Context: an optimization exercise on an open-source flow, tuned for small area and a short achievable clock period. The choices shown serve that exercise and are no tape-out recipe.
Only simulation tests tie the RTL to the original design; equivalence was not proved.
The clock port is modelled as an ideal driver; clocking choices that lean on that would not hold on a real chip.
Power is estimated from default activity; no workload was simulated.

==> inputs of build 50 <==
## pmu_ahb
module pmu_ahb (
    input  logic                       clk_i,
    input  logic                       rstn_i,
    input  logic                       hsel_i,
    input  logic                       hreadyi_i,
    input  logic [32-1:0] haddr_i,
    input  logic                       hwrite_i,
    input  logic [1:0]                 htrans_i,
    input  logic [32-1:0]   hwdata_i,
    output logic                       hreadyo_o,
    output logic                       hresp_o,
    output logic [32-1:0]   hrdata_o,
    input  logic [9-1:0]  events_i,
    output logic                       intr_overflow_o
);
Settings: LEC_CHECK=0, CAP_MARGIN=20, CORE_MARGIN=2, CORE_UTILIZATION=60, CTS_CLUSTER_DIAMETER=80, CTS_CLUSTER_SIZE=24, SETUP_SLACK_MARGIN=2.9, SLEW_MARGIN=20, SYNTH_HIERARCHICAL=1, SYNTH_MINIMUM_KEEP_SIZE=0, TNS_END_PERCENT=10; clock period 5.0 ns.
standard.sh (not shown) runs the stock make flow with config.mk's settings and CLKGATE_MAP_FILE= SYNTH_SCRIPT=/design/flow/synth_recipe.tcl, a recipe that flattens the netlist after the stock synthesis.
==> flow/flow/run.sh <==
#!/bin/bash
set -euo pipefail
here=$(pwd)
bash standard.sh "BUFFER_PORTS_ARGS=-buffer_cell sky130_fd_sc_hd__buf_2" \
  "POST_CTS_TCL=$here/flow/post_cts.tcl" finish > standard.log 2>&1
==> flow/flow/noroot.tcl <==
proc drop_clock_root {} {
  set block [ord::get_db_block]
  set root [$block findInst clkbuf_0_clk_i]
  if {$root == "NULL"} { error "no clock root buffer" }
  set innet [[$root findITerm A] getNet]
  set outnet [[$root findITerm X] getNet]
  set loads {}
  foreach it [$outnet getITerms] {
    if {[$it getInst] != $root} { lappend loads $it }
  }
  if {[llength $loads] > 4} {
    puts "drop_clock_root: root drives [llength $loads] cells, more than the port may; tree left as is"
    return
  }
  foreach it $loads { $it disconnect; $it connect $innet }
  [$root findITerm A] disconnect
  [$root findITerm X] disconnect
  odb::dbInst_destroy $root
  odb::dbNet_destroy $outnet
  puts "drop_clock_root: port now drives [llength $loads] buffers"
}
==> flow/flow/post_cts.tcl <==
# ORFS POST_CTS hook: take out the clock tree's root buffer, so the clock
# port drives the tree's first level directly, then let the CTS step's
# timing repair and legalization run again on the shorter tree.
source [file join [file dirname [info script]] noroot.tcl]
drop_clock_root
estimate_parasitics -placement
repair_timing_helper -setup_margin 3.1
detailed_placement
check_placement -verbose
estimate_parasitics -placement
report_clock_skew
report_worst_slack
==> build 63 (differences from build 50) <==
--- a/flow/design.v
+++ b/flow/design.v
@@ -20,18 +20,18 @@
     input  logic       we,
     input  logic [3:0] q,
     input  logic [3:0] w,
     output logic [3:0] d,
     output logic       gn
 );
-    logic [3:1] tn;
+    logic [3:0] tn;
+    assign tn[0] = ~T;
     pmu_nand2 u_n1 (.a(T), .b(q[0]), .y(tn[1]));
     pmu_nand3 u_n2 (.a(T), .b(q[0]), .c(q[1]), .y(tn[2]));
     pmu_nand4 u_n3 (.a(T), .b(q[0]), .c(q[1]), .d(q[2]), .y(tn[3]));
-    pmu_cnt_bit0 u_b0 (.t(T), .h(h), .we(we), .q(q[0]), .w(w[0]), .d(d[0]));
-    for (genvar i = 1; i < 4; i++) begin : g_b
+    for (genvar i = 0; i < 4; i++) begin : g_b
         pmu_cnt_bit u_b (.tn(tn[i]), .h(h), .we(we), .q(q[i]), .w(w[i]), .d(d[i]));
     end
     pmu_nand4 u_g (.a(q[0]), .b(q[1]), .c(q[2]), .d(q[3]), .y(gn));
 endmodule
 module pmu_cnt_bit (
     input  logic tn,
@@ -41,27 +41,12 @@
     input  logic w,
     output logic d
 );
     logic x;
     pmu_a22o  u_x (.a1(h), .a2(q), .b1(we), .b2(w), .y(x));
     pmu_xnor2 u_d (.a(x), .b(tn), .y(d));
-endmodule
-module pmu_cnt_bit0 (
-    input  logic t,
-    input  logic h,
-    input  logic we,
-    input  logic q,
-    input  logic w,
-    output logic d
-);
-    logic x;
-    pmu_a22o u_x (.a1(h), .a2(q), .b1(we), .b2(w), .y(x));
-    pmu_xor2 u_d (.a(x), .b(t), .y(d));
-endmodule
-module pmu_xor2 (input logic a, input logic b, output logic y);
-    assign y = a ^ b;
 endmodule
 module pmu_a22oi (input logic a1, input logic a2, input logic b1, input logic b2, output logic y);
     assign y = ~((a1 & a2) | (b1 & b2));
 endmodule
 module pmu_a22o (input logic a1, input logic a2, input logic b1, input logic b2, output logic y);
     assign y = (a1 & a2) | (b1 & b2);
@@ -139,36 +124,22 @@
     pmu_rd6 u_lo (.d(d[5:0]),  .s(s[5:0]),  .y(n[0]));
     pmu_rd6 u_hi (.d(d[11:6]), .s(s[11:6]), .y(n[1]));
     pmu_nor2 u_o (.a(n[0]), .b(n[1]), .y(yn));
 endmodule
 module pmu_and16 (
     input  logic [15:0] a,
-    output logic [2:0]  y
+    output logic        y
 );
     logic [3:0] n;
     logic [1:0] m;
     for (genvar i = 0; i < 4; i++) begin : g_n
         pmu_nand4 u_n (.a(a[4*i]), .b(a[4*i+1]), .c(a[4*i+2]), .d(a[4*i+3]), .y(n[i]));
     end
     pmu_nor2 u_m0 (.a(n[0]), .b(n[1]), .y(m[0]));
     pmu_nor2 u_m1 (.a(n[2]), .b(n[3]), .y(m[1]));
-    for (genvar i = 0; i < 3; i++) begin : g_y
-        pmu_and2 u_y (.a(m[0]), .b(m[1]), .y(y[i]));
-    end
-endmodule
-module pmu_any9 (
-    input  logic [8:0] a,
-    input  logic [8:0] b,
-    output logic       y
-);
-    logic n0, n1, p, q;
-    pmu_rd6 u_lo (.d(a[5:0]), .s(b[5:0]), .y(n0));
-    pmu_a22oi u_p (.a1(a[6]), .a2(b[6]), .b1(a[7]), .b2(b[7]), .y(p));
-    pmu_nand2 u_q (.a(a[8]), .b(b[8]), .y(q));
-    pmu_nand2 u_n1 (.a(p), .b(q), .y(n1));
-    pmu_or2 u_y (.a(n0), .b(n1), .y(y));
+    pmu_and2 u_y (.a(m[0]), .b(m[1]), .y(y));
 endmodule
 module pmu_ahb (
     input  logic                       clk_i,
     input  logic                       rstn_i,
     input  logic                       hsel_i,
     input  logic                       hreadyi_i,
@@ -206,30 +177,28 @@
     logic [W-1:0]  st_q, st_d;
     logic [W-1:0]  mask_q, mask_d;
     logic [NC-1:0] wrap;
     logic en, clr;
     assign en  = cfg_q[0];
     assign clr = cfg_q[1];
-    logic [2:0] wlo;
+    logic wlo;
     pmu_and16 u_wlo (.a(hwdata_i[15:0]), .y(wlo));
     logic [NC-1:0] lo_q, lo_d;
     logic [NC-1:0] ce_q, ce_d;
-    logic [NC-1:0] holdn_q, holdn_d;
     for (genvar k = 0; k < NC; k++) begin : g_ce
-        assign ce_d[k]    = cfg_d[0] && !cfg_d[1] && !wr_d[1+k];
-        assign holdn_d[k] = cfg_d[1] || wr_d[1+k];
+        assign ce_d[k] = cfg_d[0] && !cfg_d[1] && !wr_d[1+k];
     end
     for (genvar k = 0; k < NC; k++) begin : g_cnt
         logic       hold, ev, tick, lo_inc;
         logic [7:0] grpn, T;
-        assign hold    = !holdn_q[k];
+        assign hold    = !wr[1+k] && !clr;
         assign ev      = en && events_i[k];
         pmu_and2 u_tick (.a(ce_q[k]), .b(events_i[k]), .y(tick));
         assign wrap[k] = tick && lo_q[k] && !(|grpn[7:4]);
         assign lo_inc  = !cnt_q[k][0] && (&cnt_q[k][3:1]) && !(|grpn[3:1]);
-        assign lo_d[k] = wr[1+k] ? wlo[k / 3] : (hold && (ev ? lo_inc : lo_q[k]));
+        assign lo_d[k] = wr[1+k] ? wlo : (hold && (ev ? lo_inc : lo_q[k]));
         pmu_cnt_carry u_carry (
             .e  (tick),
             .f  (lo_q[k]),
             .gn (grpn),
             .T  (T)
         );
@@ -242,21 +211,15 @@
                 .w  (hwdata_i[4*j +: 4]),
                 .d  (cnt_d[k][4*j +: 4]),
                 .gn (grpn[j])
             );
         end
     end
-    logic [W-1:0] st_w;
-    logic [2:0]   keep;
-    assign keep = ~{wr[11], wr[10], wr[0]};
-    for (genvar b = 0; b < W; b++) begin : g_wk
-        pmu_a22o u_cfg  (.a1(wr[0]),  .a2(hwdata_i[b]), .b1(keep[0]), .b2(cfg_q[b]),  .y(cfg_d[b]));
-        pmu_a22o u_st   (.a1(wr[10]), .a2(hwdata_i[b]), .b1(keep[1]), .b2(st_q[b]),   .y(st_w[b]));
-        pmu_a22o u_mask (.a1(wr[11]), .a2(hwdata_i[b]), .b1(keep[2]), .b2(mask_q[b]), .y(mask_d[b]));
-    end
-    assign st_d = st_w | W'(wrap);
+    assign cfg_d  = wr[0]  ? hwdata_i : cfg_q;
+    assign st_d   = (wr[10] ? hwdata_i : st_q) | W'(wrap);
+    assign mask_d = wr[11] ? hwdata_i : mask_q;
     logic [11:0]  rsel;
     logic [3:0]   sel_lo;
     logic [2:0]   sel_hi;
     logic [W-1:0] rdn_d, rdn_q;
     for (genvar i = 0; i < 4; i++) begin : g_sel_lo
         assign sel_lo[i] = (addr_idx[1:0] == 2'(i));
@@ -280,33 +243,30 @@
         pmu_rd_bit u_rd (
             .d (col),
             .s (b < W/2 ? rsel : rsel_b),
             .yn (rdn_d[b])
         );
     end
-    logic intr_q, intr_d;
-    pmu_any9 u_intr (.a(st_d[NC-1:0]), .b(mask_d[NC-1:0]), .y(intr_d));
+    logic intr_q;
     always_ff @(posedge clk_i or negedge rstn_i) begin
         if (!rstn_i) begin
             cfg_q  <= '0;
             st_q   <= '0;
             mask_q <= '0;
             rdn_q  <= '0;
             lo_q   <= '0;
             ce_q   <= '0;
-            holdn_q <= '0;
             intr_q <= 1'b0;
         end else begin
             cfg_q  <= cfg_d;
             st_q   <= st_d;
             mask_q <= mask_d;
             rdn_q  <= rdn_d;
             lo_q   <= lo_d;
             ce_q   <= ce_d;
-            holdn_q <= holdn_d;
-            intr_q <= intr_d;
+            intr_q <= |(st_d[NC-1:0] & mask_d[NC-1:0]);
         end
     end
     for (genvar k = 0; k < NC; k++) begin : g_cnt_ff
         always_ff @(posedge clk_i or negedge rstn_i) begin
             if (!rstn_i) cnt_q[k] <= '0;
             else         cnt_q[k] <= cnt_d[k];
- CORE_UTILIZATION: 60 -> 70
- SETUP_SLACK_MARGIN: 2.9 -> 2.8
==> comparison table <==
|  | build 63 | build 50 |
|---|---|---|
| Slowest Stage Delay on Critical Path | 560 ps | 350 ps |
| Pin count of the biggest net entering global routing | 114 | 131 |
| Distinct cells, synth | 34 | 31 |
| Clock latency on the worst-skew pair | 430 ps | 450 ps |
| Pre-CTS setup slack | 2039 ps | 2033 ps |
| RePlAce Congestion | 0.9356 | 0.9107 |
| Routed wl met2 | 30110 um | 32820 um |
| Power Total | 6.998 mW | 7.508 mW |
| Inserted Diodes | 0 | 1 |
| Router iterations before antenna repair | 5 | 6 |
| Maximum net fanout on the critical path | 13 | 11 |
| Row count | 66 | 71 |
| Run status | finished clean | finished clean |
| Area growth from synthesis to layout | 10.09% | 14.11% |

-- what the ideal ports hide --
No port has a modelled driver above. Below, the same layouts with a new extraction and two added sets of constraints.
Step 1 (the two cells are an assumption about what drives the block):
set clk [get_ports {clk_i}]
set_driving_cell -lib_cell sky130_fd_sc_hd__clkbuf_16 $clk
set_driving_cell -lib_cell sky130_fd_sc_hd__buf_2 [delete_from_list [all_inputs] $clk]
Step 2 adds t to the input delays and takes it off the output delays; t is the mean of the earliest and latest rising clock arrival at the registers after step 1. Input paths then give back, and output paths get back, about the clock's delay inside the block.
a / b / c = no drivers / after step 1 / after step 2; a / b = the first two.
run | t (ns) | setup WS [ns] | hold WS [ns] | pins driven straight from the clock port
build 50 | 0.512 | 2.879 / 2.893 / 2.380 | 0.473 / 0.451 / 0.504 | 2
build 63 | 0.486 | 2.831 / 2.873 / 2.389 | 0.505 / 0.505 / 0.505 | 2
After both steps setup and hold are still met in every run listed. For build 50, which loses most, drivers alone change the setup slack by +0.014 ns; drivers and shift together by -0.499 ns.
